This design comes from an exercise in tuning for small area, a short achievable clock period and few clock cycles per item on the open sky130 flow, not from production work. Where RTL was checked, it was by simulation tests only, not by an equivalence proof against the original. Only the layout flow was run in runs 5 to 7; the RTL was not checked for function there. Power and IR drop assume default switching activity.

<file path="flow/design.v">
package rac_pkg;
	localparam int COORD_W = 11;
	localparam int REG_W   = 12;
	localparam int EXT_W   = 11;
	localparam int COLOR_W = 8;
	localparam int SUM_W   = 30;
	localparam int CNT_W   = 23;
	localparam logic [1:0] REG_LEFT   = 2'd0;
	localparam logic [1:0] REG_TOP    = 2'd1;
	localparam logic [1:0] REG_WIDTH  = 2'd2;
	localparam logic [1:0] REG_HEIGHT = 2'd3;
endpackage
module rac_add #(
	parameter int W = 8
) (
	input  logic [W-1:0] a,
	input  logic [W-1:0] b,
	input  logic         cin,
	output logic [W-1:0] sum,
	output logic         cout
);
	localparam int L = $clog2(W);
	logic [W-1:0] p, g;
	logic [W-1:0] gg [L+1];
	logic [W-1:0] pp [L+1];
	always_comb begin
		p = a ^ b;
		g = a & b;
		gg[0] = g;
		pp[0] = p;
		gg[0][0] = g[0] | (p[0] & cin);
		for (int l = 0; l < L; l++) begin
			for (int i = 0; i < W; i++) begin
				if (((i >> l) & 1) == 1) begin
					gg[l+1][i] = gg[l][i] | (pp[l][i] & gg[l][((i >> l) << l) - 1]);
					pp[l+1][i] = pp[l][i] & pp[l][((i >> l) << l) - 1];
				end else begin
					gg[l+1][i] = gg[l][i];
					pp[l+1][i] = pp[l][i];
				end
			end
		end
		sum[0] = p[0] ^ cin;
		for (int i = 1; i < W; i++) begin
			sum[i] = p[i] ^ gg[L][i-1];
		end
		cout = gg[L][W-1];
	end
endmodule
module rac_inc #(
	parameter int W = 8
) (
	input  logic [W-1:0] a,
	input  logic         inc,
	output logic [W-1:0] sum
);
	localparam int L = $clog2(W);
	logic [W-1:0] pp [L+1];
	always_comb begin
		pp[0] = a;
		for (int l = 0; l < L; l++) begin
			for (int i = 0; i < W; i++) begin
				if (((i >> l) & 1) == 1) begin
					pp[l+1][i] = pp[l][i] & pp[l][((i >> l) << l) - 1];
				end else begin
					pp[l+1][i] = pp[l][i];
				end
			end
		end
		sum[0] = a[0] ^ inc;
		for (int i = 1; i < W; i++) begin
			sum[i] = a[i] ^ (inc & pp[L][i-1]);
		end
	end
endmodule
module rac_front (
	input  logic                        clk,
	input  logic                        arst_n,
	input  logic                        wr_lo,
	input  logic                        wr_ext,
	input  logic [rac_pkg::REG_W-1:0]   data,
	input  logic [rac_pkg::COORD_W-1:0] p,
	output logic                        hit
);
	localparam int W = rac_pkg::COORD_W + 1;
	logic [rac_pkg::COORD_W-1:0] lo_q;
	logic [rac_pkg::EXT_W-1:0]   ext_q;
	always_ff @(posedge clk or negedge arst_n) begin
		if (!arst_n) begin
			lo_q  <= '0;
			ext_q <= '0;
		end else begin
			if (wr_lo) begin
				lo_q <= data[rac_pkg::REG_W-1] ? '0 : data[rac_pkg::COORD_W-1:0];
			end
			if (wr_ext) begin
				ext_q <= data[rac_pkg::EXT_W-1:0];
			end
		end
	end
	logic [W-1:0] a, b, c, sv, cv;
	logic [W:0]   t;
	assign a  = {1'b0, lo_q};
	assign b  = {1'b0, ext_q};
	assign c  = ~{1'b0, p};
	assign sv = a ^ b ^ c;
	assign cv = {(a[W-2:0] & b[W-2:0]) | (a[W-2:0] & c[W-2:0]) | (b[W-2:0] & c[W-2:0]), 1'b1};
	assign t  = {1'b0, sv} + {1'b0, cv};
	assign hit = (p >= lo_q) &&
		(t[W] ^ ((a[W-1] & b[W-1]) | (a[W-1] & c[W-1]) | (b[W-1] & c[W-1])));
endmodule
module rac_queue (
	input  logic                        clk,
	input  logic                        arst_n,
	input  logic                        take,
	input  logic                        hit,
	input  logic [rac_pkg::COLOR_W-1:0] pixel_red,
	input  logic [rac_pkg::COLOR_W-1:0] pixel_green,
	input  logic [rac_pkg::COLOR_W-1:0] pixel_blue,
	input  logic                        last_pixel,
	output logic                        s_valid,
	output logic                        s_hit,
	output logic [rac_pkg::COLOR_W-1:0] s_red,
	output logic [rac_pkg::COLOR_W-1:0] s_green,
	output logic [rac_pkg::COLOR_W-1:0] s_blue,
	output logic                        s_last
);
	always_ff @(posedge clk or negedge arst_n) begin
		if (!arst_n) begin
			s_valid <= 1'b0;
		end else begin
			s_valid <= take;
		end
	end
	always_ff @(posedge clk) begin
		s_hit   <= hit;
		s_red   <= pixel_red;
		s_green <= pixel_green;
		s_blue  <= pixel_blue;
		s_last  <= last_pixel;
	end
endmodule
module rac_accum (
	input  logic                        clk,
	input  logic                        clr,
	input  logic                        div,
	input  logic                        add,
	input  logic [rac_pkg::COLOR_W-1:0] color,
	input  logic [rac_pkg::SUM_W:0]     div_in,
	output logic [rac_pkg::SUM_W:0]     acc,
	output logic [rac_pkg::COLOR_W-1:0] mean
);
	localparam int SW = rac_pkg::SUM_W;
	localparam int MW = rac_pkg::COLOR_W;
	logic [SW:0] acc_q;
	logic        cy_q;
	logic [MW-1:0]    lo_sum;
	logic             lo_cy;
	logic [SW-MW-1:0] hi_sum;
	rac_add #(.W(MW)) u_lo (.a(acc_q[MW-1:0]), .b(color), .cin(1'b0), .sum(lo_sum), .cout(lo_cy));
	rac_inc #(.W(SW-MW)) u_hi (.a(acc_q[SW-1:MW]), .inc(cy_q), .sum(hi_sum));
	always_ff @(posedge clk) begin
		if (clr) begin
			acc_q <= '0;
			cy_q  <= 1'b0;
		end else if (div) begin
			acc_q <= div_in;
			cy_q  <= 1'b0;
		end else begin
			acc_q <= {1'b0, hi_sum, add ? lo_sum : acc_q[MW-1:0]};
			cy_q  <= add && lo_cy;
		end
	end
	assign acc  = acc_q;
	assign mean = acc_q[MW-1:0];
endmodule
module rac_step (
	input  logic [rac_pkg::SUM_W:0]   acc,
	input  logic [rac_pkg::CNT_W-1:0] tally,
	output logic [rac_pkg::SUM_W:0]   next
);
	localparam int SW = rac_pkg::SUM_W;
	localparam int CW = rac_pkg::CNT_W;
	localparam int LO = SW - CW;   
	logic        neg;
	logic [CW:0] rem;
	assign neg = acc[SW];
	rac_add #(.W(CW+1)) u_add (
		.a    (acc[SW:LO]),
		.b    ({1'b0, tally} ^ {(CW+1){!neg}}),
		.cin  (!neg),
		.sum  (rem),
		.cout ()
	);
	assign next = {rem[CW-1:0], acc[LO-1:0], !rem[CW]};
endmodule
module rac_div (
	input  logic       clk,
	input  logic       arst_n,
	input  logic       pixel_valid,
	input  logic       last_pixel,
	input  logic       s_valid,
	input  logic       s_last,
	input  logic       counted,
	input  logic       mean_ready,
	output logic       pixel_ready,
	output logic       take,
	output logic       clr,
	output logic       div,
	output logic       mean_valid,
	output logic       region_empty
);
	logic       open_q, open_n;
	logic       end_q;
	logic [4:0] step_q;
	assign take = pixel_valid && pixel_ready;
	assign open_n = (open_q || clr || (mean_valid && mean_ready)) && !(take && last_pixel);
	always_ff @(posedge clk or negedge arst_n) begin
		if (!arst_n) begin
			pixel_ready <= 1'b0;
			open_q      <= 1'b0;
			clr         <= 1'b1;
			end_q       <= 1'b0;
			div         <= 1'b0;
			mean_valid  <= 1'b0;
		end else begin
			open_q      <= open_n;
			pixel_ready <= open_n;
			clr   <= mean_valid && mean_ready;
			end_q <= s_valid && s_last;
			if (end_q && !region_empty) begin
				div <= 1'b1;
			end else if (step_q == '0) begin
				div <= 1'b0;
			end
			if (mean_valid && mean_ready) begin
				mean_valid <= 1'b0;
			end else if ((div && step_q == '0) || (end_q && region_empty)) begin
				mean_valid <= 1'b1;
			end
		end
	end
	always_ff @(posedge clk) begin
		if (clr) begin
			region_empty <= 1'b1;
		end else if (counted) begin
			region_empty <= 1'b0;
		end
		if (div) begin
			step_q <= step_q - 1'b1;
		end else begin
			step_q <= 5'd23;
		end
	end
endmodule
module region_average_color_core (
	input  logic       clk,
	input  logic       arst_n,
	input  logic       cfg_wr_en,
	input  logic [1:0] cfg_index,
	input  logic [11:0] cfg_data,
	input  logic        pixel_valid,
	output logic        pixel_ready,
	input  logic [10:0] pixel_x,
	input  logic [10:0] pixel_y,
	input  logic [7:0]  pixel_blue,
	input  logic [7:0]  pixel_green,
	input  logic [7:0]  pixel_red,
	input  logic        last_pixel,
	output logic        mean_valid,
	input  logic        mean_ready,
	output logic [7:0]  mean_red,
	output logic [7:0]  mean_green,
	output logic [7:0]  mean_blue,
	output logic [22:0] inside_count,
	output logic        region_empty
);
	localparam int CW = rac_pkg::CNT_W;
	logic in_x, in_y;
	rac_front u_fx (
		.clk    (clk),
		.arst_n (arst_n),
		.wr_lo  (cfg_wr_en && cfg_index == rac_pkg::REG_LEFT),
		.wr_ext (cfg_wr_en && cfg_index == rac_pkg::REG_WIDTH),
		.data   (cfg_data),
		.p      (pixel_x),
		.hit    (in_x)
	);
	rac_front u_fy (
		.clk    (clk),
		.arst_n (arst_n),
		.wr_lo  (cfg_wr_en && cfg_index == rac_pkg::REG_TOP),
		.wr_ext (cfg_wr_en && cfg_index == rac_pkg::REG_HEIGHT),
		.data   (cfg_data),
		.p      (pixel_y),
		.hit    (in_y)
	);
	logic        take, clr, div;
	logic        s_valid, s_hit, s_last;
	logic [7:0]  s_red, s_green, s_blue;
	rac_queue u_in (
		.clk         (clk),
		.arst_n      (arst_n),
		.take        (take),
		.hit         (in_x && in_y),
		.pixel_red   (pixel_red),
		.pixel_green (pixel_green),
		.pixel_blue  (pixel_blue),
		.last_pixel  (last_pixel),
		.s_valid     (s_valid),
		.s_hit       (s_hit),
		.s_red       (s_red),
		.s_green     (s_green),
		.s_blue      (s_blue),
		.s_last      (s_last)
	);
	logic [CW-1:0] tally_q;
	logic          counted;
	logic [CW-1:0] tally_next;
	assign counted = s_valid && s_hit && !tally_q[CW-1];
	rac_inc #(.W(CW)) u_tally (.a(tally_q), .inc(counted), .sum(tally_next));
	always_ff @(posedge clk) begin
		if (clr) begin
			tally_q <= '0;
		end else begin
			tally_q <= tally_next;
		end
	end
	localparam int SW = rac_pkg::SUM_W;
	logic [SW:0] acc_r, acc_g, acc_b, step_b;
	rac_step u_step (.acc(acc_b), .tally(tally_q), .next(step_b));
	rac_accum u_r (.clk(clk), .clr(clr), .div(div), .add(counted), .color(s_red),
		.div_in(step_b), .acc(acc_r), .mean(mean_red));
	rac_accum u_g (.clk(clk), .clr(clr), .div(div), .add(counted), .color(s_green),
		.div_in(acc_r), .acc(acc_g), .mean(mean_green));
	rac_accum u_b (.clk(clk), .clr(clr), .div(div), .add(counted), .color(s_blue),
		.div_in(acc_g), .acc(acc_b), .mean(mean_blue));
	rac_div u_ctl (
		.clk          (clk),
		.arst_n       (arst_n),
		.pixel_valid  (pixel_valid),
		.last_pixel   (last_pixel),
		.s_valid      (s_valid),
		.s_last       (s_last),
		.counted      (counted),
		.mean_ready   (mean_ready),
		.pixel_ready  (pixel_ready),
		.take         (take),
		.clr          (clr),
		.div          (div),
		.mean_valid   (mean_valid),
		.region_empty (region_empty)
	);
	assign inside_count = tally_q;
endmodule
</file>
<file path="flow/flow/run.sh">
#!/bin/bash
# The standard layout (standard.sh, ORFS from synthesis to finish) with one
# change: the buffer placed on each input and output port is the plain
# sky130_fd_sc_hd__buf_1 instead of the delay cell buffer_ports picks by
# default. make's full output goes to standard.log; ORFS's per-step logs stay
# under orfs/logs/.
set -uo pipefail
export BUFFER_PORTS_ARGS="-buffer_cell sky130_fd_sc_hd__buf_1"
bash standard.sh > standard.log 2>&1
</file>
<file path="flow/standard.sh">
#!/bin/bash
# synth_recipe.tcl (not shown) runs the flow's synth.tcl, then flattens the netlist and writes it again
# the make line also repeats each setting of config.mk as NAME=value (left out here)
make -C /OpenROAD-flow-scripts/flow DESIGN_CONFIG=/design/flow/config.mk WORK_HOME=/design/flow/orfs CLKGATE_MAP_FILE= SYNTH_SCRIPT=/design/flow/synth_recipe.tcl "${@:-finish}"
</file>
<file path="flow/config.mk">
export PLATFORM = sky130hd
export DESIGN_NAME = region_average_color_core
export DESIGN_NICKNAME = region_average_color_core
export VERILOG_FILES = /design/flow/design.v
export SDC_FILE = /design/flow/constraint.sdc
export NUM_CORES = 4
export LEC_CHECK = 0
export CAP_MARGIN = 20
export CORE_MARGIN = 2
export CORE_UTILIZATION = 40
export SETUP_SLACK_MARGIN = 3.6
export SLEW_MARGIN = 20
</file>
<file path="flow/constraint.sdc">
create_clock -name core_clock -period 6.0 [get_ports {clk}]
set_input_delay 1.2000 -clock core_clock [delete_from_list [all_inputs] [get_ports {clk}]]
set_output_delay 1.2000 -clock core_clock [all_outputs]
set_load 0.01 [all_outputs]
</file>
==> results of run 1 <==
## flip-flops by register name, summed over array words and instances (netlist names), 5 cells and up
register / flops
u_b.acc_q: 31
u_g.acc_q: 31
u_r.acc_q: 31
tally_q: 23
u_fx.ext_q: 11
u_fx.lo_q: 11
u_fy.ext_q: 11
u_fy.lo_q: 11
u_in.s_blue: 8
u_in.s_green: 8
u_in.s_red: 8
u_ctl.step_q: 5
## area by class of cell
cell class | count | area [um2] | share of cell area [%]
well taps | 390 | 488 | 3.42
clock inverters | 6 | 38.8 | 0.272
flip-flops and latches | 201 | 4310 | 30.2
clock buffers | 40 | 753 | 5.28
diodes | 1 | 2.50 | 0.0175
inverters | 132 | 504 | 3.53
multi-input cells | 926 | 7350 | 51.5
repair buffers | 156 | 825 | 5.78
## path summary, 6_finish.rpt
| check | from | to | slack, ps | cells past startpoint |
|---|---|---|---|---|
| min reg2reg | u_ctl.step_q[0] | u_ctl.step_q[0] | 410 | 1 |
| max | u_b.acc_q[30] | u_r.acc_q[0] | 3400 | 12 |
| min in group asynchronous | arst_n | u_ctl.div | 810 | 2 |
| min | u_ctl.step_q[0] | u_ctl.step_q[0] | 410 | 1 |
| max reg2reg | u_b.acc_q[30] | u_r.acc_q[0] | 3400 | 12 |
| max in group asynchronous | arst_n | u_ctl.div | 4680 | 2 |
## power groups by stage
stage / Combinational [mW] / Sequential [mW] / Clock (mW)
3_5_place_dp: 2.54 / 2.23 / 0
3_3_place_gp: 2.49 / 2.23 / 0
6_report: 3.25 / 2.23 / 1.46
4_1_cts: 2.74 / 2.22 / 1.49
5_1_grt: 3.61 / 2.30 / 1.54
2_1_floorplan: 2.18 / 2.03 / 0
## metal layers
layer  track usage [%]  up-vias  wire (um)
met5                 0        -          0
met4              4.06        0        552
li1                  -     4634          -
met2              29.0      166      12900
met3              2.72       35       1250
met1              25.0     4366      13900
## Yosys cell counts (33+ instances only)
cell and n:
xor2_1 34, o21ai_0 47, xnor2_1 89, a21oi_1 95, ha_1 110, dfrtp_1 49, nor2_1 130, a211oi_1 34
fa_1 35, nand2_1 110, inv_1 132, dfxtp_1 151, clkbuf_1 33
## metrics by stage
step                setup WS, ps  instances  hold slack [ps]  cell area [um2]
floorplan                   3110       1336              380            12100
global placement            2820       1768              395            12600
detailed placement          2770       1768              399            12600
CTS                         3420       1830              413            13700
global route                3290       1851              426            14300
finish                      3400       1852              408            14300
## cell families after synthesis
kind of cell | after synthesis | synth area share [%]
buffers and inverters | 210 | 7.65
adder cells (fa/ha/maj) | 145 | 17.2
AO/OA/AOI/OAI | 235 | 12.0
flip-flops | 201 | 35.4
multiplexers | 30 | 2.72
XOR/XNOR | 123 | 8.93
AND/OR/NAND/NOR | 392 | 16.0
## timing repair
action	CTS	global route
hold buffers	0	0
buffers inserted	15	20
setup endpoints to repair	43	42
resized for setup	44	86
pin swaps	21	41
gates cloned	1	1
## worst max-delay path: stages (launching register included)
cell and delay, ps:
dfxtp_4 400, buf_4 150, xnor2_2 190, ha_1 260, o211ai_1 120, buf_4 170, a211oi_4 50, buf_4 150
o21ai_2 170, nand2_2 130, a221oi_4 360, o21ai_2 120, o31a_1 230
==> metrics.cfg, run 1 <==
[global_route]
grt_overflow_total=0
grt_antenna_before_repair=1
grt_pass1_vias=8947
grt_max_degree=110
grtUsageTotal_pct=17.9
grt_pass1_wl_mm=45.6

[yosys]
synth.distinct_cells=65
synth_top_area_cell=dfxtp_1
synth_ff_type=dfxtp_1
syn-num-nets=1547
ys_async_sr_fraction_pct=24.9
netlist_area_mm2=0.0121
ys_ff_latch=201
synth.top_cells.by_area=dfxtp_1, ha_1, dfrtp_1
synth_warnings=15
synth_cells=1336
synth_top_area_share_pct=25.1
seq_area_frac_synth_pct=35.4
syn_area_per_cell_um2=9.03
synth_edf_count=0

[sta]
setup_violations=0
hold_viol=0
max_freq_mhz=385
fin_crit_ps=2600
tightest_slew_ps=816
skew_ps=14.9
tns_ps=0
relSlewSlack_pct=45.6
slew_violations=0
rsz0062_at_grt=yes
finalCritPeriodShare_pct=43.3

[setup_path]
cp-end-kind=flop
critPathKind=flop to flop
cp_max_fo=7
cp.arrival_ps=3010
critPathRequiredTime_ps=6410
startpoint_type=flop

[power_and_ir_drop]
p_clk_share_pct=21.0
p_switching_mw=2.78
powerDensity_mw_per_mm2=486
comb_power_share_pct=46.8
p_leak_nw=6.08
ir_drop_uv=282
p_int_mw=4.16
switching_share_pct=40.1
power.total_mw=6.94
pwr-share-seq_pct=32.2

[die]
initial_core_util_pct=40.7
num_rows=63
dieHeight_um=178
dieArea_mm2=0.0316
die_x_um=178
ioPinCount=116
fp.coreArea_mm2=0.0296

[finish]
layout_commonest_cell=dfxtp_1
fillCellCount=2847
layout_common_cells=dfxtp_1, inv_1, nor2_1
nets=1653
drive_gt1_share_pct=15.1
syn_to_final_growth_pct=18.4
fin_util_pct=48.2

[clocking]
cts.sinks=201
cts_buffers=25
clk_pin_slew_ps=60
clk-insertion-delay-late_ps=530
h-tree-depth=1
ctsLongestPathBuffers=3
cts_tree=yes
clock-root-buffer=clkbuf_16

[drt]
dr.pass1.iters=5
wl_per_cell_um=15.5
drcViolationCount=0
routed_wl_mm=28.6
via_per_inst=4.97
first_iter_violations=402
vias=9201
ant_nets=0

[status]
outcome=finished clean

[placement]
gp_congestion=0.799
hpwlAfterDp_mm=19.8
port_buffers=115

[job]
cap_violations=0

[hold_path]
hold_class=flop to flop

Testbench counts, summed over its fixed seeds: cycles 226,313, pixels 216,409.
==> inputs of run 2 (changes only) <==
--- a/flow/config.mk
+++ b/flow/config.mk
@@ -9,4 +9,4 @@
 export CORE_MARGIN = 2
 export CORE_UTILIZATION = 40
-export SETUP_SLACK_MARGIN = 3.6
+export SETUP_SLACK_MARGIN = 3.3
 export SLEW_MARGIN = 20
==> metrics.cfg, run 2 <==
[drt]
drcViolationCount=0
wl_per_cell_um=15.0
dr.pass1.iters=5
first_iter_violations=438
vias=9094
routed_wl_mm=27.2
via_per_inst=4.99
ant_nets=0

[clocking]
ctsLongestPathBuffers=3
clock-root-buffer=clkbuf_16
cts_hold_buf=0
clk_pin_slew_ps=60
clk-insertion-delay-late_ps=520
h-tree-depth=1
cts_buffers=24
cts.sinks=201
cts_tree=yes

[sta]
setup_slack_ps=3300
rsz0062_at_grt=yes
setup_violations=0
tightest_slew_ps=1020
max_freq_mhz=370
slew_violations=0
hold_viol=0
relSlewSlack_pct=32.3
finalCritPeriodShare_pct=45.0
fin_crit_ps=2700
hold_slack_ps=413
tns_ps=0
skew_ps=8.55

[setup_path]
cpPeakStageDelay_ps=480
cp.arrival_ps=3090
reg2reg_from=u_b.acc_q[30]
r2r_setup_slack_ps=3340
crit_slowest_cell=fa_1
cp-end-kind=flop
reg2reg_depth=10
worst_path_most_repeated_cell=o21a_1
endpoint=u_in.s_hit
cp_max_fo=2
startpoint_type=primary input
critPathKind=primary input to flop
r2r-end=u_r.acc_q[0]
critPathRequiredTime_ps=6390
crit_chain=buf_6 > inv_2 > fa_1 > ha_1 > nor2b_4 > o21a_1 > o21a_1 > o2111ai_2 > a21boi_1 > o21ai_1 > nor4_1
worstSetupStartpoint=pixel_x[1]

[global_route]
grt_antenna_before_repair=1
grt_pass1_vias=8788
grt_overflow_total=0
grt_max_degree=89
grt_pass1_wl_mm=44.3
grtUsageTotal_pct=17.2

[yosys]
syn-num-nets=1547
synth_ff_type=dfxtp_1
ys_ff_latch=201
synth.area.mux_share_pct=2.72
synth_adder_area_share_pct=17.2
synth.distinct_cells=65
synth.top_cells.by_area=dfxtp_1, ha_1, dfrtp_1
syn_area_per_cell_um2=9.03
synth_warnings=15
synth-simple-area-share_pct=16.0
synth_compound_area_share_pct=12.0
synth_top_family_by_area=adder cells
synth.most_common_cell=dfxtp_1
seq_area_frac_synth_pct=35.4
synth_top_area_cell=dfxtp_1
synth_cells=1336
synth_top_area_share_pct=25.1
synth_xor_area_share_pct=8.93
ys_async_sr_fraction_pct=24.9
ys_top_cells_by_count=dfxtp_1, inv_1, nor2_1
synth_edf_count=0
netlist_area_mm2=0.0121

[power_and_ir_drop]
p_leak_nw=5.86
ir_drop_uv=209
powerDensity_mw_per_mm2=463
power.total_mw=6.30

[finish]
layout_commonest_cell=dfxtp_1
syn_to_final_growth_pct=12.9
layout_common_cells=dfxtp_1, nor2_1, inv_1
drive_gt1_share_pct=8.87
design_area_mm2=0.0136
insertedDiodeCount=0
top_regs=u_b.acc_q: 31 flops, u_g.acc_q: 31 flops, u_r.acc_q: 31 flops
nets=1627
layout.cells.non_filler=1821
fin_util_pct=45.9

[status]
outcome=finished clean

[die]
num_rows=63
dieHeight_um=178
fp.coreArea_mm2=0.0296
ioPinCount=116
initial_core_util_pct=40.7
die_x_um=178
dieArea_mm2=0.0316

[placement]
dp_cells=1768
place_ws_ps=2650
placed_area_mm2=0.0126
gp_congestion=0.801
hpwlAfterDp_mm=19.6
port_buffers=115

[job]
cap_violations=0

[hold_path]
hold_class=flop to flop

-- run 2: cell types whose count changed in the layout (fill, tap and decap cells not counted), moves of 6 or more --
cell,previous run,this run
xnor2_1,80,87
buf_4,33,14
ha_1,104,110
dfxtp_2,17,1
dfxtp_1,132,149
a21oi_1,81,89
-- run 2: worst min-delay path by stage --
stage / start / to / slack (ps) / depth (start not counted)
6_report: u_ctl.step_q[0] / u_ctl.step_q[0] / 410 / 1
2_1_floorplan: u_ctl.step_q[0] / u_ctl.step_q[0] / 380 / 1
3_5_place_dp: u_ctl.step_q[0] / u_ctl.step_q[0] / 400 / 1
5_1_grt: u_ctl.step_q[0] / u_ctl.step_q[0] / 440 / 1
3_3_place_gp: u_ctl.step_q[0] / u_ctl.step_q[0] / 390 / 1
4_1_cts: u_ctl.step_q[0] / u_ctl.step_q[0] / 410 / 1
-- run 2: layout make-up --
cell class	instances	area (um2)
Fill cell	2915	16000
Inverter	132	495
Clock buffer	32	682
Multi-Input combinational cell	925	7030
Clock inverter	9	48.8
Timing Repair Buffer	132	586
Sequential cell	201	4290
Tap cell	390	488
-- run 2: what timing repair did --
action / CTS / global route
endpoints found under the setup margin: 18 / 15
pin swaps: 0 / 20
setup buffers: 0 / 11
gates resized for setup: 7 / 40
cloned: 0 / 0
-- run 2: cell families (layout without fill, tap and decap cells) --
kind of cell	Yosys count	after routing
AO/OA/AOI/OAI	235	235
XOR/XNOR	123	123
adder cells (fa/ha/maj)	145	145
buffers and inverters	210	305
flip-flops	201	201
multiplexers	30	30
AND/OR/NAND/NOR	392	392
-- run 2: worst max-delay path, delay by kind of cell --
family	cells	cell delay (ps)
buf+inv	2	110
compound gates	5	810
fa+ha+maj	2	790
simple gates	2	190
-- run 2: where the power goes --
part	leakage, nW	internal [mW]	switching, mW
logic	3.63	1.24	1.48
registers	1.87	1.72	0.491
clock network	0.360	0.792	0.575
-- run 2: per-layer routing --
layer / vias up / wire length (um) / track usage (%)
met2: 162 / 12200 / 27.6
met3: 35 / 1370 / 2.76
li1: 4590 / - / -
met4: 2 / 467 / 3.76
met5: - / 14 / 0
met1: 4305 / 13200 / 24.3
==> inputs of run 3 (changes only) <==
==> flow/run.sh (new file) <==
#!/bin/bash
# synth_recipe.tcl (not shown) runs the flow's synth.tcl, then flattens the netlist and writes it again
# the make line also repeats each setting of config.mk as NAME=value (left out here)
make -C /OpenROAD-flow-scripts/flow DESIGN_CONFIG=/design/flow/config.mk WORK_HOME=/design/flow/orfs CLKGATE_MAP_FILE= SYNTH_SCRIPT=/design/flow/synth_recipe.tcl finish
removed: flow/flow/run.sh
removed: flow/standard.sh
==> metrics.cfg, run 3 <==
[setup_path]
crit_chain=clkdlybuf4s50_1
critPathTopFamily=buffers and inverters
r2r_setup_slack_ps=3360
cp-end-kind=output port
cp_max_fo=5
cpPeakStageDelay_ps=550
cp.arrival_ps=1470
crit_slowest_cell=clkdlybuf4s50_1
crit_buf_inv=1
reg2reg_from=u_b.acc_q[30]
cp.depth=1
reg2reg_depth=12
critPathKind=flop to output port
critPathRequiredTime_ps=4800
r2r-end=u_r.acc_q[0]
startpoint_type=flop

[sta]
hold_viol=0
hold_slack_ps=412
finalCritPeriodShare_pct=44.4
tightest_slew_ps=905
fin_crit_ps=2670
tns_ps=0
setup_slack_ps=3330
slew_violations=0
skew_ps=11.7
rsz0062_at_grt=yes
relSlewSlack_pct=39.7
setup_violations=0
max_freq_mhz=375

[global_route]
grt_overflow_total=0
grt_max_degree=78
grtUsageTotal_pct=17.4
grt_pass1_wl_mm=44.7
grt_antenna_before_repair=1
grt_pass1_vias=8799

[yosys]
synth_top_area_share_pct=25.1
syn-num-nets=1547
synth_edf_count=0
synth.most_common_cell=dfxtp_1
synth_top_area_cell=dfxtp_1
synth_warnings=15
ys_ff_latch=201
netlist_area_mm2=0.0121
synth_ff_type=dfxtp_1
syn_area_per_cell_um2=9.03
ys_top_cells_by_count=dfxtp_1, inv_1, nor2_1
ys_async_sr_fraction_pct=24.9
synth.top_cells.by_area=dfxtp_1, ha_1, dfrtp_1
seq_area_frac_synth_pct=35.4
synth_cells=1336
synth.distinct_cells=65

[power_and_ir_drop]
p_leak_nw=6.56
powerDensity_mw_per_mm2=455
ir_drop_uv=248
power.total_mw=6.59

[die]
dieHeight_um=178
ioPinCount=116
dieArea_mm2=0.0316
die_x_um=178
fp.coreArea_mm2=0.0296
num_rows=63
initial_core_util_pct=40.7

[drt]
first_iter_violations=442
dr.pass1.iters=4
routed_wl_mm=27.5
vias=9063
wl_per_cell_um=15.1
drcViolationCount=0
ant_nets=0
via_per_inst=4.96

[finish]
layout_commonest_cell=nor2_1
top_regs=u_b.acc_q: 31 flops, u_g.acc_q: 31 flops, u_r.acc_q: 31 flops
layout.cells.non_filler=1826
nets=1629
layout_common_cells=nor2_1, dfxtp_1, inv_1
drive_gt1_share_pct=12.0
fin_util_pct=48.9
insertedDiodeCount=0
syn_to_final_growth_pct=20.2
design_area_mm2=0.0145

[clocking]
cts_tree=yes
cts.sinks=201
cts_buffers=24
clock-root-buffer=clkbuf_16
ctsLongestPathBuffers=3
clk_pin_slew_ps=60
h-tree-depth=1
cts_hold_buf=0
clk-insertion-delay-late_ps=520

[placement]
place_ws_ps=2360
dp_cells=1768
gp_congestion=0.815
port_buffers=115
placed_area_mm2=0.0133
hpwlAfterDp_mm=19.7

[hold_path]
holdPathStages=1
min_from=u_ctl.step_q[0]
hold_class=flop to flop
hold_path_end=u_ctl.step_q[0]

[job]
cap_violations=0

[status]
outcome=finished clean

[run 3: cell types whose count changed in the layout (fill, tap and decap cells not counted), moves of 4 or more]
| cell | delta |
|---|---|
| dlymetal6s2s_1 | +15 |
| dfxtp_1 | -25 |
| clkdlybuf4s15_1 | +5 |
| clkdlybuf4s50_1 | +54 |
| inv_1 | -8 |
| inv_2 | +7 |
| dlygate4sd2_1 | +34 |
| clkinv_1 | -4 |
| buf_1 | -111 |
| dfxtp_2 | +24 |
[run 3: layout make-up]
| class | count | area, um2 |
|---|---|---|
| sequential | 201 | 4320 |
| multi-input combinational | 925 | 7060 |
| fill | 2863 | 15100 |
| timing repair buffer | 134 | 1290 |
| clock inverter | 7 | 110 |
| clock buffer | 37 | 731 |
| tap | 390 | 488 |
| inverter | 132 | 502 |
[run 3: metal layers]
layer	GRT usage, %	up-vias	part of all wire (%)
met5	0	-	0.025
met3	2.72	41	4.9
met1	24.4	4272	48
li1	-	4593	-
met2	28.2	155	45
met4	4.13	2	2.3
[run 3: worst max path at each step]
stage                        startpoint  slack, ps       endpoint
final                      u_b.acc_q[7]       3330   mean_blue[7]
after global routing      u_b.acc_q[30]       3230  u_r.acc_q[23]
after CTS                 u_b.acc_q[30]       3190   u_r.acc_q[0]
after detailed placement     pixel_y[1]       2360     u_in.s_hit
after global placement       pixel_y[1]       2390     u_in.s_hit
after floorplan              pixel_x[1]       3110     u_in.s_hit
[run 3: kinds of logic after synthesis]
group                    share of synthesized area [%]
AO/OA/AOI/OAI                                     12.0
XOR/XNOR                                          8.93
adder cells (fa/ha/maj)                           17.2
buffers and inverters                             7.65
flip-flops                                        35.4
multiplexers                                      2.72
AND/OR/NAND/NOR                                   16.0
[run 3: timing repair]
| action | in CTS | in global routing |
|---|---|---|
| buffers inserted | 0 | 13 |
| gates resized for setup | 96 | 68 |
| endpoints found under the setup margin | 60 | 28 |
| pin swaps | 12 | 32 |
| cloned | 0 | 0 |
[run 3: where the power goes]
part | internal, mW | switching, mW | total (mW)
clock network | 0.962 | 0.570 | 1.53
registers | 1.73 | 0.496 | 2.23
logic | 1.36 | 1.47 | 2.83
==> inputs of run 4 (changes only) <==
--- a/flow/config.mk
+++ b/flow/config.mk
@@ -9,4 +9,4 @@
 export CORE_MARGIN = 2
 export CORE_UTILIZATION = 40
-export SETUP_SLACK_MARGIN = 3.3
+export SETUP_SLACK_MARGIN = 3.6
 export SLEW_MARGIN = 20
==> metrics.cfg, run 4 <==
[status]
outcome=finished clean

[global_route]
grtUsageTotal_pct=17.6
grt_overflow_total=0
grt_max_degree=79
grt_pass1_wl_mm=45.2
grt_pass1_vias=8889
grt_antenna_before_repair=1

[yosys]
synth_top_area_cell=dfxtp_1
netlist_area_mm2=0.0121
synth_cells=1336
synth.most_common_cell=dfxtp_1
syn-num-nets=1547
ys_ff_latch=201
synth_edf_count=0
ys_top_cells_by_count=dfxtp_1, inv_1, nor2_1
syn_area_per_cell_um2=9.03
synth_top_area_share_pct=25.1
seq_area_frac_synth_pct=35.4
synth_warnings=15
ys_async_sr_fraction_pct=24.9
synth.top_cells.by_area=dfxtp_1, ha_1, dfrtp_1
synth_ff_type=dfxtp_1
synth.distinct_cells=65

[setup_path]
startpoint_type=primary input
critPathRequiredTime_ps=6430
crit_slowest_cell=fa_1
critPathTopFamily=adder cells
cpPeakStageDelay_ps=560
crit_chain=clkdlybuf4s15_1 > fa_1 > inv_1 > ha_1 > nand3_1 > o311ai_2 > a21oi_1 > nor4_1
crit_buf_inv=2
cp.arrival_ps=3020
critPathKind=primary input to flop
cp-end-kind=flop
cp_max_fo=3

[sta]
slew_violations=0
setup_violations=0
max_freq_mhz=386
hold_viol=0
relSlewSlack_pct=54.4
fin_crit_ps=2590
finalCritPeriodShare_pct=43.1
tns_ps=0
skew_ps=10.7
tightest_slew_ps=684
rsz0062_at_grt=yes

[clocking]
cts.sinks=201
h-tree-depth=1
clk-insertion-delay-late_ps=520
cts_buffers=26
cts_hold_buf=0
ctsLongestPathBuffers=3
clock-root-buffer=clkbuf_16
cts_tree=yes
clk_pin_slew_ps=60

[finish]
layout.cells.non_filler=1844
top_regs=u_b.acc_q: 31 flops, u_g.acc_q: 31 flops, u_r.acc_q: 31 flops
insertedDiodeCount=0
syn_to_final_growth_pct=23.1
nets=1645
fillCellCount=2774
drive_gt1_share_pct=18.4
layout_commonest_cell=nor2_1
layout_common_cells=nor2_1, inv_1, nand2_1

[die]
dieHeight_um=178
num_rows=63
dieArea_mm2=0.0316
die_x_um=178
initial_core_util_pct=40.7
ioPinCount=116
fp.coreArea_mm2=0.0296

[drt]
routed_wl_mm=27.8
first_iter_violations=549
ant_nets=0
via_per_inst=4.93
wl_per_cell_um=15.1
drcViolationCount=0
dr.pass1.iters=6
vias=9087

[power_and_ir_drop]
p_leak_nw=6.41
powerDensity_mw_per_mm2=477
ir_drop_uv=250

[placement]
dp_cells=1768
hpwlAfterDp_mm=19.3
gp_congestion=0.813
port_buffers=115

[job]
cap_violations=0

[hold_path]
hold_class=flop to flop

run 4: worst register-to-register path, delay by kind of cell, from the launching register on:
kind	cells	cell delay [ps]
flops	1	360
buf+inv	4	630
compound gates	5	800
simple gates	1	100
xor+xnor	2	240
fa+ha+maj	1	290
run 4: cells by family after synthesis:
logic type               after synthesis  synth area share (%)
adder cells (fa/ha/maj)              145                  17.2
AO/OA/AOI/OAI                        235                  12.0
XOR/XNOR                             123                  8.93
AND/OR/NAND/NOR                      392                  16.0
buffers and inverters                210                  7.65
flip-flops                           201                  35.4
multiplexers                          30                  2.72
run 4: path summary, 6_finish.rpt:
check / start / end / slack (ps) / cells past startpoint
setup / recovery: pixel_y[8] / u_in.s_hit / 3410 / 8
hold / removal: u_ctl.step_q[0] / u_ctl.step_q[0] / 410 / 1
setup reg to reg: u_b.acc_q[30] / u_r.acc_q[28] / 3440 / 13
hold reg to reg: u_ctl.step_q[0] / u_ctl.step_q[0] / 410 / 1
max in group asynchronous: arst_n / u_ctl.div / 4680 / 2
min in group asynchronous: arst_n / u_fy.lo_q[8] / 780 / 2
run 4: per-stage QoR:
stage | instance area (um2) | power (mW) | hold slack, ps | worst slack (ps) | utilization [%]
6_report | 14900 | 7.08 | 413 | 3410 | 50.1
5_1_grt | 14900 | 7.63 | 440 | 3270 | 50.1
4_1_cts | 14700 | 6.88 | 416 | 3370 | 49.6
3_5_place_dp | 13400 | 4.86 | 403 | 2390 | 45.1
3_3_place_gp | 13400 | 4.81 | 395 | 2410 | 45.1
2_1_floorplan | 12100 | 4.21 | 380 | 3110 | -
run 4: where the power goes:
group	leakage [nW]	internal [mW]	switching, mW
Clock	0.451	1.06	0.597
Combinational	4.07	1.59	1.59
Sequential	1.89	1.74	0.509
Total	6.41	4.39	2.69
run 4: routing by layer:
metal / vias to the layer above / global-route usage [%] / routed length (um)
met2: 143 / 28.8 / 12600
met4: 0 / 3.76 / 469
met3: 28 / 2.68 / 1220
met5: - / 0 / 0
li1: 4631 / - / -
met1: 4285 / 24.6 / 13500
run 4: final cells by class:
cell class,instances,area [um2],share of cell area [%]
clock buffer,39,771,5.19
clock inverter,9,148,0.994
inverter,132,502,3.38
multi-input combinational,926,7220,48.6
sequential,201,4370,29.4
tap,390,488,3.29
timing repair buffer,147,1350,9.07
run 4: timing repair:
action | in CTS | in global routing
gates resized for setup | 229 | 89
pin swaps | 43 | 41
endpoints found under the setup margin | 81 | 68
cloned | 0 | 1
buffers inserted | 21 | 6
==> inputs of run 5 (changes only) <==
--- a/flow/design.v
+++ b/flow/design.v
@@ -81,5 +81,5 @@
 	input  logic [rac_pkg::REG_W-1:0]   data,
 	input  logic [rac_pkg::COORD_W-1:0] p,
-	output logic                        hit
+	output logic [1:0]                  hit    
 );
 	localparam int W = rac_pkg::COORD_W + 1;
@@ -107,6 +107,6 @@
 	assign cv = {(a[W-2:0] & b[W-2:0]) | (a[W-2:0] & c[W-2:0]) | (b[W-2:0] & c[W-2:0]), 1'b1};
 	assign t  = {1'b0, sv} + {1'b0, cv};
-	assign hit = (p >= lo_q) &&
-		(t[W] ^ ((a[W-1] & b[W-1]) | (a[W-1] & c[W-1]) | (b[W-1] & c[W-1])));
+	assign hit[0] = p >= lo_q;
+	assign hit[1] = t[W] ^ ((a[W-1] & b[W-1]) | (a[W-1] & c[W-1]) | (b[W-1] & c[W-1]));
 endmodule
 module rac_queue (
@@ -114,5 +114,5 @@
 	input  logic                        arst_n,
 	input  logic                        take,
-	input  logic                        hit,
+	input  logic [3:0]                  hit,
 	input  logic [rac_pkg::COLOR_W-1:0] pixel_red,
 	input  logic [rac_pkg::COLOR_W-1:0] pixel_green,
@@ -120,5 +120,5 @@
 	input  logic                        last_pixel,
 	output logic                        s_valid,
-	output logic                        s_hit,
+	output logic [3:0]                  s_hit,
 	output logic [rac_pkg::COLOR_W-1:0] s_red,
 	output logic [rac_pkg::COLOR_W-1:0] s_green,
@@ -277,5 +277,5 @@
 );
 	localparam int CW = rac_pkg::CNT_W;
-	logic in_x, in_y;
+	logic [1:0] in_x, in_y;
 	rac_front u_fx (
 		.clk    (clk),
@@ -297,5 +297,6 @@
 	);
 	logic        take, clr, div;
-	logic        s_valid, s_hit, s_last;
+	logic        s_valid, s_last;
+	logic [3:0]  s_hit;
 	logic [7:0]  s_red, s_green, s_blue;
 	rac_queue u_in (
@@ -303,5 +304,5 @@
 		.arst_n      (arst_n),
 		.take        (take),
-		.hit         (in_x && in_y),
+		.hit         ({in_y, in_x}),
 		.pixel_red   (pixel_red),
 		.pixel_green (pixel_green),
@@ -318,5 +319,5 @@
 	logic          counted;
 	logic [CW-1:0] tally_next;
-	assign counted = s_valid && s_hit && !tally_q[CW-1];
+	assign counted = s_valid && (&s_hit) && !tally_q[CW-1];
 	rac_inc #(.W(CW)) u_tally (.a(tally_q), .inc(counted), .sum(tally_next));
 	always_ff @(posedge clk) begin
==> flow/flow/run.sh (new file) <==
#!/bin/bash
# The standard layout (standard.sh, ORFS from synthesis to finish) with one
# change: the buffer placed on each input and output port is the plain
# sky130_fd_sc_hd__buf_1 instead of the delay cell buffer_ports picks by
# default. make's full output goes to standard.log; ORFS's per-step logs stay
# under orfs/logs/.
set -uo pipefail
export BUFFER_PORTS_ARGS="-buffer_cell sky130_fd_sc_hd__buf_1"
bash standard.sh > standard.log 2>&1
==> flow/standard.sh (new file) <==
#!/bin/bash
# synth_recipe.tcl (not shown) runs the flow's synth.tcl, then flattens the netlist and writes it again
# the make line also repeats each setting of config.mk as NAME=value (left out here)
make -C /OpenROAD-flow-scripts/flow DESIGN_CONFIG=/design/flow/config.mk WORK_HOME=/design/flow/orfs CLKGATE_MAP_FILE= SYNTH_SCRIPT=/design/flow/synth_recipe.tcl "${@:-finish}"
--- a/flow/config.mk
+++ b/flow/config.mk
@@ -9,4 +9,4 @@
 export CORE_MARGIN = 2
 export CORE_UTILIZATION = 40
-export SETUP_SLACK_MARGIN = 3.6
+export SETUP_SLACK_MARGIN = 3.3
 export SLEW_MARGIN = 20
removed: flow/run.sh
==> metrics.cfg, run 5 <==
[status]
outcome=finished clean

[setup_path]
startpoint_type=primary input
cp.arrival_ps=3150
crit_slowest_cell=fa_1
crit_buf_inv=2
critPathRequiredTime_ps=6400
cp_max_fo=3
cp.depth=11
critPathTopFamily=compound AO/OA/AOI/OAI gates
worst_path_most_repeated_cell=o21a_1
cpPeakStageDelay_ps=540
critPathKind=primary input to flop
cp-end-kind=flop
crit_chain=buf_1 > fa_1 > inv_1 > ha_1 > nor2b_1 > o21a_1 > o21a_1 > o211ai_1 > a21boi_1 > o31ai_1 > a21oi_1
reg2reg_depth=13

[sta]
tns_ps=0
slew_violations=0
finalCritPeriodShare_pct=45.9
setup_violations=0
rsz0062_at_grt=yes
tightest_slew_ps=959
hold_viol=0
relSlewSlack_pct=36.0
skew_ps=28.6
fin_crit_ps=2750
setup_slack_ps=3250
max_freq_mhz=363

[drt]
vias=8903
routed_wl_mm=26.7
dr.pass1.iters=4
via_per_inst=4.86
drcViolationCount=0
ant_nets=0
wl_per_cell_um=14.6
first_iter_violations=510

[placement]
place_ws_ps=2680
port_buffers=115
gp_congestion=0.786
hpwlAfterDp_mm=19.4

[finish]
nets=1630
drive_gt1_share_pct=8.27
layout_commonest_cell=dfxtp_1
syn_to_final_growth_pct=13.2
layout_common_cells=dfxtp_1, inv_1, nor2_1
top_regs=u_b.acc_q: 31 flops, u_g.acc_q: 31 flops, u_r.acc_q: 31 flops

[clocking]
ctsLongestPathBuffers=3
cts_tree=yes
clk-insertion-delay-late_ps=540
clock-root-buffer=clkbuf_16
cts.sinks=204
h-tree-depth=1
cts_buffers=26
clk_pin_slew_ps=60

[yosys]
seq_area_frac_synth_pct=35.8
synth.distinct_cells=63
syn_area_per_cell_um2=9.02
synth_cells=1343
synth_edf_count=0
ys_ff_latch=204
synth.top_cells.by_area=dfxtp_1, ha_1, dfrtp_1
synth.most_common_cell=dfxtp_1
synth_ff_type=dfxtp_1
synth_top_area_share_pct=25.5
synth_top_area_cell=dfxtp_1
ys_async_sr_fraction_pct=24.5
ys_top_cells_by_count=dfxtp_1, inv_1, nor2_1
synth_warnings=15
syn-num-nets=1554
netlist_area_mm2=0.0121

[die]
num_rows=63
die_x_um=178
fp.coreArea_mm2=0.0297
ioPinCount=116
dieArea_mm2=0.0317
dieHeight_um=178
initial_core_util_pct=40.8

[power_and_ir_drop]
p_switching_mw=2.50
comb_power_share_pct=41.7
p_leak_nw=5.97
switching_share_pct=39.4
p_clk_share_pct=23.5
p_int_mw=3.85
pwr-share-seq_pct=34.8
powerDensity_mw_per_mm2=464
ir_drop_uv=258

[job]
cap_violations=0

[global_route]
grt_antenna_before_repair=3
grt_overflow_total=0
grt_pass1_wl_mm=44.4
grt_pass1_vias=8887
grtUsageTotal_pct=17.2
grt_max_degree=97

[hold_path]
hold_class=flop to flop
holdPathStages=1

run 5: worst paths after layout:
path	startpoint	end	slack, ps
worst max-delay path	pixel_x[1]	u_in.s_hit[1]	3250
worst min-delay path	u_ctl.step_q[0]	u_ctl.step_q[0]	400
worst max register to register	u_b.acc_q[30]	u_r.acc_q[19]	3350
worst min register to register	u_ctl.step_q[0]	u_ctl.step_q[0]	400
max in group asynchronous	arst_n	u_ctl.div	4730
min in group asynchronous	arst_n	u_fx.ext_q[1]	780
run 5: area by class of cell:
| cell class | count | area, um2 |
|---|---|---|
| Inverter | 148 | 558 |
| Multi-Input combinational cell | 914 | 6920 |
| Tap cell | 390 | 488 |
| Antenna cell | 3 | 7.51 |
| Timing Repair Buffer | 125 | 549 |
| Clock inverter | 12 | 81.3 |
| Fill cell | 2920 | 16000 |
| Clock buffer | 36 | 758 |
| Sequential cell | 204 | 4350 |
run 5: what timing repair did:
item	in CTS	in global routing
endpoints found under the hold margin	0	0
pin swaps	9	17
buffers inserted	3	1
gates resized for setup	16	18
setup endpoints to repair	39	34
cloned	1	0
hold buffers	0	0
run 5: cells by family (layout without fill, tap and decap cells):
kind of cell               Yosys count  count (layout)  share of synthesized area (%)
DFF                                204             204                           35.8
buffers and inverters              225             321                           7.85
AOI/OAI and AO/OA                  235             235                           12.1
xor gates and xnor gates           126             126                           9.11
muxes                               31              31                           2.79
and+or+nand+nor                    377             377                           15.2
other                                0               3                              0
adders and majority gates          145             145                           17.1
run 5: power groups by stage:
stage	combinational (mW)	clock (mW)	sequential [mW]
global route	3.03	1.60	2.29
floorplan	2.11	0	2.04
finish	2.65	1.50	2.21
CTS	2.57	1.54	2.22
detailed placement	2.45	0	2.24
global placement	2.40	0	2.23
run 5: stage by stage:
stage	power (mW)	area [um2]	utilization, %	hold slack, ps	instances
after floorplan	4.15	12100	-	371	1343
after global placement	4.63	12700	42.7	383	1776
after detailed placement	4.69	12700	42.7	391	1776
after CTS	6.33	13600	45.9	405	1828
after global routing	6.92	13700	46.1	418	1829
final	6.36	13700	46.1	402	1832
run 5: metal layers:
layer  vias up  GRT usage, %  share of wire (%)
met5         -             0                  0
met4         0          3.45                1.7
met3        31          4.37                6.5
met2       128          29.4                 47
met1      4170          22.1                 45
li1       4574             -                  -
==> inputs of run 6 (changes only) <==
--- a/flow/design.v
+++ b/flow/design.v
@@ -149,4 +149,5 @@
 	input  logic [rac_pkg::SUM_W:0]     div_in,
 	output logic [rac_pkg::SUM_W:0]     acc,
+	output logic                        sgn,
 	output logic [rac_pkg::COLOR_W-1:0] mean
 );
@@ -166,5 +167,5 @@
 		end else if (div) begin
 			acc_q <= div_in;
-			cy_q  <= 1'b0;
+			cy_q  <= div_in[SW];
 		end else begin
 			acc_q <= {1'b0, hi_sum, add ? lo_sum : acc_q[MW-1:0]};
@@ -173,8 +174,10 @@
 	end
 	assign acc  = acc_q;
+	assign sgn  = cy_q;
 	assign mean = acc_q[MW-1:0];
 endmodule
 module rac_step (
 	input  logic [rac_pkg::SUM_W:0]   acc,
+	input  logic                      neg,    
 	input  logic [rac_pkg::CNT_W-1:0] tally,
 	output logic [rac_pkg::SUM_W:0]   next
@@ -183,7 +186,5 @@
 	localparam int CW = rac_pkg::CNT_W;
 	localparam int LO = SW - CW;   
-	logic        neg;
 	logic [CW:0] rem;
-	assign neg = acc[SW];
 	rac_add #(.W(CW+1)) u_add (
 		.a    (acc[SW:LO]),
@@ -330,11 +331,12 @@
 	localparam int SW = rac_pkg::SUM_W;
 	logic [SW:0] acc_r, acc_g, acc_b, step_b;
-	rac_step u_step (.acc(acc_b), .tally(tally_q), .next(step_b));
+	logic        sgn_r, sgn_g, sgn_b;
+	rac_step u_step (.acc(acc_b), .neg(sgn_b), .tally(tally_q), .next(step_b));
 	rac_accum u_r (.clk(clk), .clr(clr), .div(div), .add(counted), .color(s_red),
-		.div_in(step_b), .acc(acc_r), .mean(mean_red));
+		.div_in(step_b), .acc(acc_r), .sgn(sgn_r), .mean(mean_red));
 	rac_accum u_g (.clk(clk), .clr(clr), .div(div), .add(counted), .color(s_green),
-		.div_in(acc_r), .acc(acc_g), .mean(mean_green));
+		.div_in(acc_r), .acc(acc_g), .sgn(sgn_g), .mean(mean_green));
 	rac_accum u_b (.clk(clk), .clr(clr), .div(div), .add(counted), .color(s_blue),
-		.div_in(acc_g), .acc(acc_b), .mean(mean_blue));
+		.div_in(acc_g), .acc(acc_b), .sgn(sgn_b), .mean(mean_blue));
 	rac_div u_ctl (
 		.clk          (clk),
==> metrics.cfg, run 6 <==
[status]
outcome=finished clean

[die]
dieHeight_um=179
initial_core_util_pct=40.3
dieArea_mm2=0.0320
die_x_um=179
ioPinCount=116
fp.coreArea_mm2=0.0303
num_rows=64

[yosys]
netlist_area_mm2=0.0122
synth_edf_count=0
ys_top_cells_by_count=dfxtp_1, inv_1, nand2_1
seq_area_frac_synth_pct=35.4
synth_top_area_share_pct=25.2
synth_top_area_cell=dfxtp_1
ys_async_sr_fraction_pct=24.5
synth_warnings=15
synth_ff_type=dfxtp_1
synth_cells=1359
synth.distinct_cells=67
syn-num-nets=1570
synth.top_cells.by_area=dfxtp_1, ha_1, dfrtp_1
syn_area_per_cell_um2=9.00
ys_ff_latch=204
synth.most_common_cell=dfxtp_1

[finish]
layout_common_cells=dfxtp_1, inv_1, nand2_1
layout.cells.non_filler=1855
design_area_mm2=0.0139
drive_gt1_share_pct=8.09
syn_to_final_growth_pct=13.9
layout_commonest_cell=dfxtp_1
top_regs=u_b.acc_q: 31 flops, u_g.acc_q: 31 flops, u_r.acc_q: 31 flops
nets=1649

[power_and_ir_drop]
pwr-share-seq_pct=33.7
comb_power_share_pct=41.3
power.total_mw=6.62
p_switching_mw=2.57
p_clk_share_pct=24.9
p_leak_nw=6.05
powerDensity_mw_per_mm2=475
switching_share_pct=38.8
ir_drop_uv=211
p_int_mw=4.05

[sta]
slew_violations=0
finalCritPeriodShare_pct=45.3
skew_ps=14.0
setup_violations=0
hold_viol=0
hold_slack_ps=407
tns_ps=0
rsz0062_at_grt=yes
tightest_slew_ps=1050
relSlewSlack_pct=30.2
fin_crit_ps=2720
max_freq_mhz=368

[setup_path]
crit_slowest_cell=fa_1
endpoint=u_in.s_hit[1]
worstSetupStartpoint=pixel_x[1]
r2r_setup_slack_ps=3400
crit_buf_inv=2
cp_max_fo=3
worst_path_most_repeated_cell=o21a_1
r2r-end=u_r.acc_q[27]
reg2reg_depth=10
cp-end-kind=flop
cpPeakStageDelay_ps=480
cp.depth=11
critPathTopFamily=compound AO/OA/AOI/OAI gates
critPathKind=primary input to flop
reg2reg_from=u_b.cy_q
crit_chain=buf_2 > fa_1 > inv_1 > ha_1 > nor2b_1 > o21a_1 > o21a_1 > o211ai_1 > a21boi_1 > o31ai_1 > a21oi_1
critPathRequiredTime_ps=6400
startpoint_type=primary input
cp.arrival_ps=3120

[global_route]
grt_antenna_before_repair=1
grt_pass1_vias=8973
grtUsageTotal_pct=17.6
grt.met2_usage_pct=29.2
use_met3_pct=3.65
grt_overflow_total=0
grt_pass1_wl_mm=45.6
grt_max_degree=86
grt.busiest_layer=met2
met1_usage_pct=23.4

[placement]
gp_congestion=0.798
hpwlAfterDp_mm=19.9
dp_cells=1799
port_buffers=115
placed_area_mm2=0.0128

[drt]
vias=9299
drcViolationCount=0
via_per_inst=5.01
ant_nets=0
wl_per_cell_um=15.0
routed_wl_mm=27.8
first_iter_violations=439
dr.pass1.iters=5

[clocking]
clk_pin_slew_ps=60
cts.sinks=204
clk-insertion-delay-late_ps=530
cts_hold_buf=0
cts_buffers=26
ctsLongestPathBuffers=3
h-tree-depth=1
clock-root-buffer=clkbuf_16
cts_tree=yes

[hold_path]
hold_class=flop to flop

[job]
cap_violations=0

run 6: changes by cell type in the layout (fill, tap and decap cells not counted), sizes merged, moves of 5 or more:
cell / previous run / this run
inv: 149 / 139
a21oi: 90 / 80
nor2: 128 / 121
and2: 9 / 4
nand3: 24 / 29
or3: 1 / 7
nand2: 102 / 124
run 6: layout make-up:
cell class / count / area [um2]
clock inverters: 8 / 116
repair buffers: 127 / 573
flip-flops and latches: 204 / 4350
clock buffers: 40 / 805
diodes: 1 / 2.50
multi-input cells: 941 / 7070
well taps: 396 / 495
fillers: 2964 / 16400
inverters: 138 / 518
run 6: kinds of logic after synthesis:
| group | share of synthesized area, % |
|---|---|
| simple gates | 16.2 |
| compound gates | 12.6 |
| buf+inv | 7.40 |
| flops | 35.4 |
| fa+ha+maj | 17.0 |
| xor+xnor | 8.59 |
| mux | 2.76 |
run 6: worst min-delay path by stage:
stage / from / end / slack (ps) / cells past startpoint
final: u_ctl.step_q[0] / u_ctl.step_q[0] / 410 / 1
after global routing: u_ctl.step_q[0] / u_ctl.step_q[0] / 420 / 1
after CTS: u_ctl.step_q[0] / u_ctl.step_q[0] / 410 / 1
after detailed placement: u_ctl.step_q[0] / u_ctl.step_q[0] / 400 / 1
after global placement: u_ctl.step_q[0] / u_ctl.step_q[0] / 390 / 1
after floorplan: u_ctl.step_q[0] / u_ctl.step_q[0] / 370 / 1
run 6: stage by stage:
step           setup slack (ps)  util, %
3_5_place_dp               2670     42.2
2_1_floorplan              2960        -
4_1_cts                    3240     45.5
6_report                   3280     45.9
5_1_grt                    3190     45.9
3_3_place_gp               2730     42.2
run 6: power groups by stage:
stage,Clock [mW],Combinational [mW],Sequential [mW]
floorplan,0,2.18,2.07
global placement,0,2.53,2.25
detailed placement,0,2.58,2.26
CTS,1.69,2.65,2.24
global route,1.74,3.13,2.30
finish,1.65,2.74,2.23
run 6: worst register-to-register path, cell delays in order (launching register included):
cell and delay, ps:
dfxtp_4 370, buf_12 150, xnor2_1 140, ha_1 330, a21o_1 180, a31o_2 240
a211oi_4 320, nor3b_4 310, a211oi_4 100, o2111ai_1 190, o221ai_1 130
run 6: layer usage:
layer	routed length, um	vias to the layer above
li1	-	4690
met5	0	-
met4	639	0
met3	1480	43
met1	12900	4418
met2	12800	148
run 6: timing repair:
item | in CTS | in global routing
resized for setup | 13 | 18
cloned | 1 | 0
pin swaps | 8 | 14
buffers inserted | 0 | 6
setup endpoints to repair | 25 | 17
==> inputs of run 7 (changes only) <==
--- a/flow/config.mk
+++ b/flow/config.mk
@@ -9,4 +9,6 @@
 export CORE_MARGIN = 2
 export CORE_UTILIZATION = 40
+export CTS_CLUSTER_DIAMETER = 100
+export CTS_CLUSTER_SIZE = 30
 export SETUP_SLACK_MARGIN = 3.3
 export SLEW_MARGIN = 20
==> metrics.cfg, run 7 <==
[status]
outcome=finished clean

[drt]
dr.pass1.iters=4
top_layer_used=met4
wl_per_cell_um=15.1
ant_nets=0
drcViolationCount=0
met2_length_mm=12.8
vias=9173
via_per_inst=5.02
routed_wl_mm=27.6
met3_length_mm=1.42
wl_met1_mm=13.0
first_iter_violations=399

[yosys]
synth_cells=1359
synth.top_cells.by_area=dfxtp_1, ha_1, dfrtp_1
netlist_area_mm2=0.0122
ys_top_cells_by_count=dfxtp_1, inv_1, nand2_1
synth_warnings=15
synth.distinct_cells=67
ys_ff_latch=204
synth_edf_count=0
syn_area_per_cell_um2=9.00
synth_ff_type=dfxtp_1
syn-num-nets=1570
synth_top_area_share_pct=25.2
seq_area_frac_synth_pct=35.4
synth_top_area_cell=dfxtp_1
ys_async_sr_fraction_pct=24.5
synth.most_common_cell=dfxtp_1

[finish]
layout_commonest_cell=dfxtp_1
drive_gt1_share_pct=6.50
fin_util_pct=44.4
regArea_mm2=0.00435
multiInputGateArea_mm2=0.00707
nets=1635
top_regs=u_b.acc_q: 31 flops, u_g.acc_q: 31 flops, u_r.acc_q: 31 flops
layout_common_cells=dfxtp_1, inv_1, nand2_1
fillCellCount=3000
syn_to_final_growth_pct=10.1

[die]
die_x_um=179
dieArea_mm2=0.0320
num_rows=64
ioPinCount=116
dieHeight_um=179
initial_core_util_pct=40.3
fp.coreArea_mm2=0.0303

[clocking]
cts.sinks=204
ctsLongestPathBuffers=3
clock-root-buffer=clkbuf_16
h-tree-depth=1
cts_tree=yes
cts_hold_buf=0
clk-insertion-delay-late_ps=490
cts_buffers=13
clk_pin_slew_ps=110

[setup_path]
cpPeakStageDelay_ps=480
r2r_setup_slack_ps=3370
critPathKind=primary input to flop
worst_path_most_repeated_cell=o21a_1
crit_slowest_cell=fa_1
cp.arrival_ps=3140
crit_chain=buf_2 > fa_1 > inv_1 > ha_1 > nor2b_1 > o21a_1 > o21a_1 > o211ai_1 > a21boi_1 > o31ai_1 > a21oi_1
startpoint_type=primary input
cp-end-kind=flop
cp_max_fo=3
critPathRequiredTime_ps=6350

[placement]
port_buffers=115
gp_congestion=0.798
hpwlAfterDp_mm=19.9

[global_route]
grt_max_degree=86
grt_pass1_wl_mm=45.2
grtUsageTotal_pct=17.5
grt_overflow_total=0
grt_antenna_before_repair=1
grt_pass1_vias=8817

[sta]
max_freq_mhz=359
tightest_slew_ps=1040
tns_ps=0
relSlewSlack_pct=30.8
hold_viol=0
skew_ps=26.9
fin_crit_ps=2790
setup_violations=0
finalCritPeriodShare_pct=46.4
rsz0062_at_grt=yes
slew_violations=0

[power_and_ir_drop]
ir_drop_uv=204
p_leak_nw=5.82
powerDensity_mw_per_mm2=447

[job]
cap_violations=0

[hold_path]
hold_class=flop to flop

-- run 7: area by class of cell --
class                      count  area share, %
multi-input combinational    941           52.5
sequential                   204           32.3
timing repair buffer         126           4.20
inverter                     138           3.87
tap                          396           3.68
clock buffer                  13           2.42
clock inverter                 8           1.01
antenna                        1         0.0186
-- run 7: worst paths after layout --
check,to,start,cells after the start
setup / recovery,u_in.s_hit[1],pixel_x[1],11
hold / removal,u_ctl.step_q[0],u_ctl.step_q[0],1
setup reg to reg,u_r.acc_q[27],u_b.cy_q,10
hold reg to reg,u_ctl.step_q[0],u_ctl.step_q[0],1
max in group asynchronous,u_ctl.div,arst_n,2
min in group asynchronous,u_fx.lo_q[1],arst_n,2
-- run 7: routing by layer --
metal / vias to the layer above / global-route usage, %
met4: 0 / 3.35
met1: 4366 / 23.5
li1: 4642 / -
met5: - / 0
met2: 140 / 29.4
met3: 25 / 3.16
-- run 7: repair_timing --
action	CTS	global route
resized for setup	14	19
pin swaps	8	13
cloned	1	0
endpoints found under the setup margin	24	16
buffers inserted	0	5
-- run 7: kinds of logic after synthesis --
| group | count (synthesis) | share of synthesized area [%] |
|---|---|---|
| flops | 204 | 35.4 |
| simple gates | 403 | 16.2 |
| fa+ha+maj | 145 | 17.0 |
| xor+xnor | 120 | 8.59 |
| mux | 31 | 2.76 |
| buf+inv | 214 | 7.40 |
| compound gates | 242 | 12.6 |
-- run 7: critical path: cells and delay by family --
family	cells	cell delay [ps]
AO/OA/AOI/OAI	6	930
adder cells (fa/ha/maj)	2	730
buffers and inverters	2	160
AND/OR/NAND/NOR	1	130
-- run 7: power by group --
part / switching, mW / internal (mW)
logic: 1.49 / 1.24
registers: 0.475 / 1.76
clock network: 0.564 / 0.484
-- run 7: per-stage QoR --
stage               power, mW  instance area [um2]  std cells  worst slack (ps)  hold WS (ps)
floorplan                4.24                12200       1359              2960           371
global placement         4.78                12800       1799              2730           388
detailed placement       4.83                12800       1799              2670           397
CTS                      5.96                13400       1821              3190           424
global route             6.54                13500       1826              3160           433
finish                   6.01                13500       1827              3210           424

-- static timing again, ports no longer ideal --
No port has a modelled driver above. Below, the same layouts with a new extraction and two added sets of constraints.
Step 1 (the two cells are an assumption about what drives the block):
set clk [get_ports {clk}]
set_driving_cell -lib_cell sky130_fd_sc_hd__clkbuf_16 $clk
set_driving_cell -lib_cell sky130_fd_sc_hd__buf_2 [delete_from_list [all_inputs] $clk]
Step 2 moves the port delays by t, midway between the first and last clock arrival at a register: inputs arrive t later, outputs are due t later. That takes back most of the time a late clock gives input paths.
a / b / c = ideal ports / drivers / drivers and shift; a / b = the first two.
| run | shift t [ns] | setup WS [ns] | latest minus earliest clock arrival (ns) | worst data-port slew with drivers (ns) |
|---|---|---|---|---|
| run 1 | 0.570 | 3.400 / 3.400 / 2.853 | 0.015 / 0.016 | 0.07 |
| run 2 | 0.560 | 3.301 / 3.307 / 2.747 | 0.009 / 0.008 | 0.06 |
| run 3 | 0.571 | 3.333 / 3.281 / 2.818 | 0.012 / 0.013 | 0.07 |
| run 4 | 0.569 | 3.412 / 3.431 / 2.862 | 0.011 / 0.011 | 0.07 |
| run 5 | 0.579 | 3.245 / 3.277 / 2.698 | 0.029 / 0.029 | 0.07 |
| run 6 | 0.573 | 3.279 / 3.312 / 2.740 | 0.014 / 0.015 | 0.08 |
| run 7 | 0.528 | 3.213 / 3.245 / 2.718 | 0.027 / 0.027 | 0.08 |
After both steps setup and hold are still met in every run listed. For run 2, which loses most, drivers alone change the setup slack by +0.006 ns; drivers and shift together by -0.554 ns.
